Source: an optimization exercise on an open RTL-to-GDS flow (aim: small area). Production flows keep margins and buffers that such runs may drop.
In this exercise RTL edits were held to simulation tests only and were not proved equivalent to the original.
Power and IR drop assume default switching activity.

==> run G: inputs <==
// gshare_bht
module gshare_bht #(
  parameter int unsigned NR_ENTRIES      = 1024,
  parameter int unsigned HIST_LEN        = 10,
  parameter int unsigned INSTR_PER_FETCH = 2,
  parameter int unsigned OFFSET          = 1,
  parameter int unsigned VLEN            = 39,
  parameter logic [1:0]  CTR_INIT        = 2'b01
) (
  input  logic                       clk_i,
  input  logic                       rst_ni,
  input  logic                       flush_i,
  input  logic                       debug_mode_i,
  input  logic [VLEN-1:0]            vpc_i,
  output logic [INSTR_PER_FETCH-1:0] pred_valid_o,
  output logic [INSTR_PER_FETCH-1:0] pred_taken_o,
  output logic [HIST_LEN-1:0]        ghr_o,
  input  logic                       spec_valid_i,
  input  logic                       spec_taken_i,
  input  logic                       upd_valid_i,
  input  logic [VLEN-1:0]            upd_pc_i,
  input  logic [HIST_LEN-1:0]        upd_ghr_i,
  input  logic                       upd_taken_i,
  input  logic                       upd_mispred_i,
  output logic                       init_busy_o
);
==> module gshare_bht, before the edit <==
module gshare_bht #(
  parameter int unsigned NR_ENTRIES      = 1024,
  parameter int unsigned HIST_LEN        = 10,
  parameter int unsigned INSTR_PER_FETCH = 2,
  parameter int unsigned OFFSET          = 1,
  parameter int unsigned VLEN            = 39,
  parameter logic [1:0]  CTR_INIT        = 2'b01
) (
  input  logic                       clk_i,
  input  logic                       rst_ni,
  input  logic                       flush_i,
  input  logic                       debug_mode_i,
  input  logic [VLEN-1:0]            vpc_i,
  output logic [INSTR_PER_FETCH-1:0] pred_valid_o,
  output logic [INSTR_PER_FETCH-1:0] pred_taken_o,
  output logic [HIST_LEN-1:0]        ghr_o,
  input  logic                       spec_valid_i,
  input  logic                       spec_taken_i,
  input  logic                       upd_valid_i,
  input  logic [VLEN-1:0]            upd_pc_i,
  input  logic [HIST_LEN-1:0]        upd_ghr_i,
  input  logic                       upd_taken_i,
  input  logic                       upd_mispred_i,
  output logic                       init_busy_o
);
  localparam int NP = 512;
  localparam logic [4:0] INV2 = 5'b01000;
  logic       idle_q;
  logic [9:0] widx_q;
  logic [9:0] ghr_q;
  logic [5*NP-1:0] st_q;
  assign init_busy_o = ~idle_q;
  assign ghr_o       = ghr_q;
  function automatic logic [7:0] dec3(input logic [2:0] a);
    dec3 = 8'b1 << a;
  endfunction
  logic [8:0] pk;
  assign pk = vpc_i[10:2] ^ ghr_q[9:1];
  logic [7:0] pa, pb, pc;
  assign pa = dec3(pk[2:0]);
  assign pb = dec3(pk[5:3]);
  assign pc = dec3(pk[8:6]);
  logic       upd_fire;
  logic [8:0] uk;
  logic       us;
  assign upd_fire = idle_q & ~flush_i & ~debug_mode_i & upd_valid_i;
  assign uk = upd_pc_i[10:2] ^ upd_ghr_i[9:1];
  assign us = upd_pc_i[1] ^ upd_ghr_i[0];
  logic [7:0] ua, ub, uc;
  assign ua = {8{~idle_q}} | ({8{upd_fire}} & dec3(uk[2:0]));
  assign ub = {8{~idle_q}} | dec3(uk[5:3]);
  assign uc = {8{~idle_q}} | dec3(uk[8:6]);
  logic [NP-1:0] psel, we;
  for (genvar p = 0; p < NP; p++) begin : g_sel
    assign psel[p] = pa[p%8] & pb[(p/8)%8] & pc[p/64];
    assign we[p]   = ua[p%8] & ub[(p/8)%8] & uc[p/64];
  end
  logic [3:0] prd;
  logic [4:0] urd;
  always_comb begin
    prd = '0;
    urd = '0;
    for (int p = 0; p < NP; p++) begin
      prd = prd | ({4{psel[p]}} & st_q[5*p+1 +: 4]);
      urd = urd | ({5{we[p]}}   & st_q[5*p   +: 5]);
    end
  end
  logic va, vb, ta, tb;
  assign va = prd[3] | (~prd[2] & prd[1]);
  assign vb = prd[3] | (~prd[2] & ~prd[1]);
  assign ta = va & (prd[3] ? prd[2] : prd[0]);
  assign tb = vb & prd[0];
  assign pred_valid_o[0] = idle_q & (ghr_q[0] ? vb : va);
  assign pred_valid_o[1] = idle_q & (ghr_q[0] ? va : vb);
  assign pred_taken_o[0] = ghr_q[0] ? tb : ta;
  assign pred_taken_o[1] = ghr_q[0] ? ta : tb;
  logic       ova, ovb;
  logic [1:0] oca, ocb, oc, nc;
  logic [4:0] wd;
  always_comb begin
    ova = urd[4] | (~urd[3] & urd[2]);
    ovb = urd[4] | (~urd[3] & ~urd[2]);
    oca = urd[4] ? urd[3:2] : (ova ? urd[1:0] : CTR_INIT);
    ocb = urd[4] ? urd[1:0] : (ovb ? urd[1:0] : CTR_INIT);
    oc  = us ? ocb : oca;
    nc  = oc;
    if (upd_taken_i) begin
      if (oc != 2'b11) nc = oc + 2'd1;
    end else begin
      if (oc != 2'b00) nc = oc - 2'd1;
    end
    if (!idle_q)      wd = INV2;
    else if (!us)     wd = ovb ? {1'b1, nc, ocb} : {3'b001, nc};
    else              wd = ova ? {1'b1, oca, nc} : {3'b000, nc};
  end
  for (genvar p = 0; p < NP; p++) begin : g_pht
    always_ff @(posedge clk_i) begin
      if (we[p]) st_q[5*p +: 5] <= wd;
    end
  end
  always_ff @(posedge clk_i or negedge rst_ni) begin
    if (!rst_ni) begin
      idle_q <= 1'b0;
      widx_q <= '0;
      ghr_q  <= '0;
    end else if (flush_i) begin
      idle_q <= 1'b0;
      widx_q <= '0;
      ghr_q  <= '0;
    end else if (!idle_q) begin
      widx_q <= widx_q + 10'd1;
      ghr_q  <= '0;
      if (widx_q == 10'h3ff) idle_q <= 1'b1;
    end else if (!debug_mode_i) begin
      if (upd_valid_i && upd_mispred_i) ghr_q <= {upd_ghr_i[8:0], upd_taken_i};
      else if (spec_valid_i)            ghr_q <= {ghr_q[8:0], spec_taken_i};
    end
  end
endmodule
Settings: LEC_CHECK=0, CAP_MARGIN=20, CORE_MARGIN=2, CORE_UTILIZATION=40, SLEW_MARGIN=20, SYNTH_MEMORY_MAX_BITS=8192; clock period 10.0 ns.
run.sh (not shown) runs the stock make flow with config.mk's settings and CLKGATE_MAP_FILE= SYNTH_SCRIPT=/design/flow/synth_recipe.tcl, a recipe that flattens the netlist after the stock synthesis.
==> run M: changes against run G <==
--- a/flow/design.v
+++ b/flow/design.v
@@ -35,34 +35,63 @@
     dec3 = 8'b1 << a;
   endfunction
-  logic [8:0] pk;
+  function automatic logic [63:0] dec6(input logic [5:0] a);
+    dec6 = 64'b1 << a;
+  endfunction
+  logic [8:0]  pk;
+  logic [7:0]  pa;
+  logic [63:0] pg;
   assign pk = vpc_i[10:2] ^ ghr_q[9:1];
-  logic [7:0] pa, pb, pc;
   assign pa = dec3(pk[2:0]);
-  assign pb = dec3(pk[5:3]);
-  assign pc = dec3(pk[8:6]);
-  logic       upd_fire;
-  logic [8:0] uk;
-  logic       us;
+  assign pg = dec6(pk[8:3]);
+  logic        upd_fire;
+  logic [8:0]  uk;
+  logic        us;
+  logic [7:0]  ua, wa;
+  logic [63:0] ug, wg;
   assign upd_fire = idle_q & ~flush_i & ~debug_mode_i & upd_valid_i;
   assign uk = upd_pc_i[10:2] ^ upd_ghr_i[9:1];
   assign us = upd_pc_i[1] ^ upd_ghr_i[0];
-  logic [7:0] ua, ub, uc;
-  assign ua = {8{~idle_q}} | ({8{upd_fire}} & dec3(uk[2:0]));
-  assign ub = {8{~idle_q}} | dec3(uk[5:3]);
-  assign uc = {8{~idle_q}} | dec3(uk[8:6]);
-  logic [NP-1:0] psel, we;
-  for (genvar p = 0; p < NP; p++) begin : g_sel
-    assign psel[p] = pa[p%8] & pb[(p/8)%8] & pc[p/64];
-    assign we[p]   = ua[p%8] & ub[(p/8)%8] & uc[p/64];
+  assign ua = dec3(uk[2:0]);
+  assign ug = dec6(uk[8:3]);
+  assign wa = {8{~idle_q}} | ({8{upd_fire}} & ua);
+  assign wg = {64{~idle_q}} | ug;
+  logic [NP-1:0] we;
+  logic [7:0]    wa_n;
+  logic [63:0]   wg_n;
+  assign wa_n = ~wa;
+  assign wg_n = ~wg;
+  for (genvar p = 0; p < NP; p++) begin : g_we
+    gshare_bht_nor2 u_we (.a_i(wa_n[p%8]), .b_i(wg_n[p/8]), .y_o(we[p]));
   end
+  logic [7:0] pa_n, ua_n;
+  assign pa_n = ~pa;
+  assign ua_n = ~ua;
   logic [3:0] prd;
   logic [4:0] urd;
-  always_comb begin
-    prd = '0;
-    urd = '0;
-    for (int p = 0; p < NP; p++) begin
-      prd = prd | ({4{psel[p]}} & st_q[5*p+1 +: 4]);
-      urd = urd | ({5{we[p]}}   & st_q[5*p   +: 5]);
+  for (genvar b = 0; b < 4; b++) begin : g_prd
+    logic [255:0] x;
+    logic [15:0]  y;
+    for (genvar q = 0; q < 256; q++) begin : g_q
+      gshare_bht_oa22 u (.s_ni(pa_n[(2*q)%8 +: 2]),
+                         .d_ni({st_q[5*(2*q+1)+b+1], st_q[5*(2*q)+b+1]}),
+                         .y_o(x[q]));
     end
+    for (genvar m = 0; m < 16; m++) begin : g_m
+      gshare_bht_mid u (.x_i(x[16*m +: 16]), .g_i(pg[4*m +: 4]), .y_o(y[m]));
+    end
+    assign prd[b] = |y;
+  end
+  for (genvar b = 0; b < 5; b++) begin : g_urd
+    logic [255:0] x;
+    logic [15:0]  y;
+    for (genvar q = 0; q < 256; q++) begin : g_q
+      gshare_bht_oa22 u (.s_ni(ua_n[(2*q)%8 +: 2]),
+                         .d_ni({st_q[5*(2*q+1)+b], st_q[5*(2*q)+b]}),
+                         .y_o(x[q]));
+    end
+    for (genvar m = 0; m < 16; m++) begin : g_m
+      gshare_bht_mid u (.x_i(x[16*m +: 16]), .g_i(ug[4*m +: 4]), .y_o(y[m]));
+    end
+    assign urd[b] = |y;
   end
   logic va, vb, ta, tb;
@@ -96,5 +125,5 @@
   for (genvar p = 0; p < NP; p++) begin : g_pht
     always_ff @(posedge clk_i) begin
-      if (we[p]) st_q[5*p +: 5] <= wd;
+      if (we[p]) st_q[5*p +: 5] <= ~wd;
     end
   end
@@ -118,2 +147,27 @@
   end
 endmodule
+module gshare_bht_nor2 (
+  input  logic a_i,
+  input  logic b_i,
+  output logic y_o
+);
+  assign y_o = ~(a_i | b_i);
+endmodule
+module gshare_bht_oa22 (
+  input  logic [1:0] s_ni,
+  input  logic [1:0] d_ni,
+  output logic       y_o
+);
+  assign y_o = ~((s_ni[0] | d_ni[0]) & (s_ni[1] | d_ni[1]));
+endmodule
+module gshare_bht_mid (
+  input  logic [15:0] x_i,
+  input  logic [3:0]  g_i,
+  output logic        y_o
+);
+  logic [3:0] m;
+  for (genvar j = 0; j < 4; j++) begin : g_j
+    assign m[j] = ~((|x_i[4*j +: 4]) & g_i[j]);
+  end
+  assign y_o = ~&m;
+endmodule
==> flow/flow/run.sh (new file) <==
#!/bin/bash
set -uo pipefail
export CTS_ARGS="-sink_clustering_enable -repair_clock_nets -dont_use_dummy_load -sink_clustering_size 16 -sink_clustering_max_diameter 80 -buf_list sky130_fd_sc_hd__clkbuf_8"
export BUFFER_PORTS_ARGS="-buffer_cell sky130_fd_sc_hd__buf_2"
bash standard.sh > flow_make.log 2>&1
==> flow/standard.sh (new file) <==
#!/bin/bash
# synth_recipe.tcl (not shown) runs the flow's synth.tcl, then flattens the netlist and writes it again
# the make line also repeats each setting of config.mk as NAME=value (left out here)
make -C /OpenROAD-flow-scripts/flow DESIGN_CONFIG=/design/flow/config.mk WORK_HOME=/design/flow/orfs CLKGATE_MAP_FILE= SYNTH_SCRIPT=/design/flow/synth_recipe.tcl "${@:-finish}"
- CAP_MARGIN: 20 -> 10
- CORE_UTILIZATION: 40 -> 55
- SLEW_MARGIN: 20 -> 10
- SYNTH_HIERARCHICAL: not set -> 1
- SYNTH_MEMORY_MAX_BITS: 8192 -> not set
- SYNTH_MINIMUM_KEEP_SIZE: not set -> 0
removed: flow/run.sh
==> run X: changes against run G <==
--- a/flow/design.v
+++ b/flow/design.v
@@ -32,37 +32,59 @@
   assign init_busy_o = ~idle_q;
   assign ghr_o       = ghr_q;
-  function automatic logic [7:0] dec3(input logic [2:0] a);
-    dec3 = 8'b1 << a;
-  endfunction
-  logic [8:0] pk;
+  logic [8:0]  pk;
   assign pk = vpc_i[10:2] ^ ghr_q[9:1];
-  logic [7:0] pa, pb, pc;
-  assign pa = dec3(pk[2:0]);
-  assign pb = dec3(pk[5:3]);
-  assign pc = dec3(pk[8:6]);
-  logic       upd_fire;
-  logic [8:0] uk;
-  logic       us;
+  logic        upd_fire;
+  logic [8:0]  uk;
+  logic        us;
   assign upd_fire = idle_q & ~flush_i & ~debug_mode_i & upd_valid_i;
   assign uk = upd_pc_i[10:2] ^ upd_ghr_i[9:1];
   assign us = upd_pc_i[1] ^ upd_ghr_i[0];
-  logic [7:0] ua, ub, uc;
-  assign ua = {8{~idle_q}} | ({8{upd_fire}} & dec3(uk[2:0]));
-  assign ub = {8{~idle_q}} | dec3(uk[5:3]);
-  assign uc = {8{~idle_q}} | dec3(uk[8:6]);
-  logic [NP-1:0] psel, we;
-  for (genvar p = 0; p < NP; p++) begin : g_sel
-    assign psel[p] = pa[p%8] & pb[(p/8)%8] & pc[p/64];
-    assign we[p]   = ua[p%8] & ub[(p/8)%8] & uc[p/64];
+  function automatic logic [31:0] dec5(input logic [4:0] a);
+    dec5 = 32'b1 << a;
+  endfunction
+  function automatic logic [15:0] dec4(input logic [3:0] a);
+    dec4 = 16'b1 << a;
+  endfunction
+  logic [31:0]   wa_n;
+  logic [15:0]   wg_n;
+  logic [NP-1:0] we;
+  assign wa_n = ~({32{~idle_q}} | ({32{upd_fire}} & dec5(uk[4:0])));
+  assign wg_n = ~({16{~idle_q}} | dec4(uk[8:5]));
+  for (genvar p = 0; p < NP; p++) begin : g_we
+    gshare_bht_nor2 u_we (.a_i(wa_n[p%32]), .b_i(wg_n[p/32]), .y_o(we[p]));
   end
+  logic [31:0] ps_n, us_n;
+  logic [15:0] pgs_n, ugs_n;
+  assign ps_n  = ~dec5(pk[4:0]);
+  assign us_n  = ~dec5(uk[4:0]);
+  assign pgs_n = ~dec4(pk[8:5]);
+  assign ugs_n = ~dec4(uk[8:5]);
   logic [3:0] prd;
   logic [4:0] urd;
-  always_comb begin
-    prd = '0;
-    urd = '0;
-    for (int p = 0; p < NP; p++) begin
-      prd = prd | ({4{psel[p]}} & st_q[5*p+1 +: 4]);
-      urd = urd | ({5{we[p]}}   & st_q[5*p   +: 5]);
+  for (genvar b = 0; b < 4; b++) begin : g_prd
+    logic [255:0] x;
+    logic [15:0]  y;
+    for (genvar q = 0; q < 256; q++) begin : g_q
+      gshare_bht_oa22 u (.s_ni(ps_n[(2*q)%32 +: 2]),
+                         .d_ni({st_q[5*(2*q+1)+b+1], st_q[5*(2*q)+b+1]}),
+                         .y_o(x[q]));
     end
+    for (genvar m = 0; m < 16; m++) begin : g_m
+      gshare_bht_grp u (.x_i(x[16*m +: 16]), .g_ni(pgs_n[m]), .y_o(y[m]));
+    end
+    assign prd[b] = |y;
+  end
+  for (genvar b = 0; b < 5; b++) begin : g_urd
+    logic [255:0] x;
+    logic [15:0]  y;
+    for (genvar q = 0; q < 256; q++) begin : g_q
+      gshare_bht_oa22 u (.s_ni(us_n[(2*q)%32 +: 2]),
+                         .d_ni({st_q[5*(2*q+1)+b], st_q[5*(2*q)+b]}),
+                         .y_o(x[q]));
+    end
+    for (genvar m = 0; m < 16; m++) begin : g_m
+      gshare_bht_grp u (.x_i(x[16*m +: 16]), .g_ni(ugs_n[m]), .y_o(y[m]));
+    end
+    assign urd[b] = |y;
   end
   logic va, vb, ta, tb;
@@ -96,5 +118,5 @@
   for (genvar p = 0; p < NP; p++) begin : g_pht
     always_ff @(posedge clk_i) begin
-      if (we[p]) st_q[5*p +: 5] <= wd;
+      if (we[p]) st_q[5*p +: 5] <= ~wd;
     end
   end
@@ -118,2 +140,27 @@
   end
 endmodule
+module gshare_bht_nor2 (
+  input  logic a_i,
+  input  logic b_i,
+  output logic y_o
+);
+  assign y_o = ~(a_i | b_i);
+endmodule
+module gshare_bht_oa22 (
+  input  logic [1:0] s_ni,
+  input  logic [1:0] d_ni,
+  output logic       y_o
+);
+  assign y_o = ~((s_ni[0] | d_ni[0]) & (s_ni[1] | d_ni[1]));
+endmodule
+module gshare_bht_grp (
+  input  logic [15:0] x_i,
+  input  logic        g_ni,
+  output logic        y_o
+);
+  logic [3:0] n;
+  for (genvar k = 0; k < 4; k++) begin : g_k
+    assign n[k] = ~|x_i[4*k +: 4];
+  end
+  assign y_o = ~((&n) | g_ni);
+endmodule
==> flow/flow/run.sh (new file) <==
#!/bin/bash
set -uo pipefail
export CTS_ARGS="-sink_clustering_enable -repair_clock_nets -dont_use_dummy_load -sink_clustering_size 16 -sink_clustering_max_diameter 80 -buf_list sky130_fd_sc_hd__clkbuf_8"
export BUFFER_PORTS_ARGS="-buffer_cell sky130_fd_sc_hd__buf_2"
bash standard.sh > flow_make.log 2>&1
==> flow/standard.sh (new file) <==
#!/bin/bash
# synth_recipe.tcl (not shown) runs the flow's synth.tcl, then flattens the netlist and writes it again
# the make line also repeats each setting of config.mk as NAME=value (left out here)
make -C /OpenROAD-flow-scripts/flow DESIGN_CONFIG=/design/flow/config.mk WORK_HOME=/design/flow/orfs CLKGATE_MAP_FILE= SYNTH_SCRIPT=/design/flow/synth_recipe.tcl "${@:-finish}"
- CORE_UTILIZATION: 40 -> 55
- SYNTH_HIERARCHICAL: not set -> 1
- SYNTH_MEMORY_MAX_BITS: 8192 -> not set
- SYNTH_MINIMUM_KEEP_SIZE: not set -> 0
removed: flow/run.sh
==> qor summary <==
metric                                                                                      run X                      run M                     run G
Worst slew margin relative to its limit                                                     0.114                      0.163                         -
Proportion of total power due to net switching                                              0.221                      0.230                         -
Clock tree skew after final layout                                                        74.2 ps                    61.1 ps                         -
Die Width                                                                                  433 um                     435 um                    559 um
Sequential cell area                                                                    77400 um2                  77400 um2                         -
Critical path start-end classification                                   input port to output pin   input port to output pin                         -
Result of the run                                                                  finished clean             finished clean    stopped before the end
Last stage reached                                                                              -                          -  global routing (5_1_grt)
Final period utilization                                                                    0.959                      0.976                         -
Core Region                                                                            183000 um2                 185000 um2                         -
Crit Reg-Reg Endpoint                                                        st_q[1076]$_DFFE_PP_       st_q[1761]$_DFFE_PP_                         -
Max Clk Rate                                                                              104 MHz                    102 MHz                         -
Number of filler cells placed in the layout                                                 13852                      14070                         -
Sum of negative setup slack                                                                  0 ps                       0 ps                         -
Most frequent standard cell in the layout excluding fill and tap cells  sky130_fd_sc_hd__edfxtp_1  sky130_fd_sc_hd__edfxtp_1                         -
Minimum period implied by the final worst setup slack                                     9590 ps                    9760 ps                         -
Area growth, synth to finish                                                                10.3%                      9.50%                         -

what the ideal ports hide:
Ports are ideal in the flow. The routed layouts listed here were re-timed in OpenROAD.
Step 1 sets driving cells, clkbuf_16 on the clock port and buf_2 on the other inputs (assumed; they add their load-dependent delay and slew).
Step 2 also shifts input and output timing later by t, the mid clock arrival at the registers, as if the neighbouring blocks saw the same clock.
a / b / c = no drivers / after step 1 / after step 2; a / b = the first two.
| run | shift t [ns] | slack for setup (ns) | latest minus earliest clock arrival (ns) | worst register clock-pin slew, ns |
|---|---|---|---|---|
| run M | 1.107 | 0.242 / 0.217 / 0.217 | 0.061 / 0.061 | 0.11 / 0.11 |
| run X | 1.076 | 0.408 / 0.387 / 0.387 | 0.074 / 0.074 | 0.11 / 0.11 |
After both steps setup and hold are still met in every run listed. For run M, which loses most, drivers alone change the setup slack by -0.025 ns; drivers and shift together by -0.025 ns.
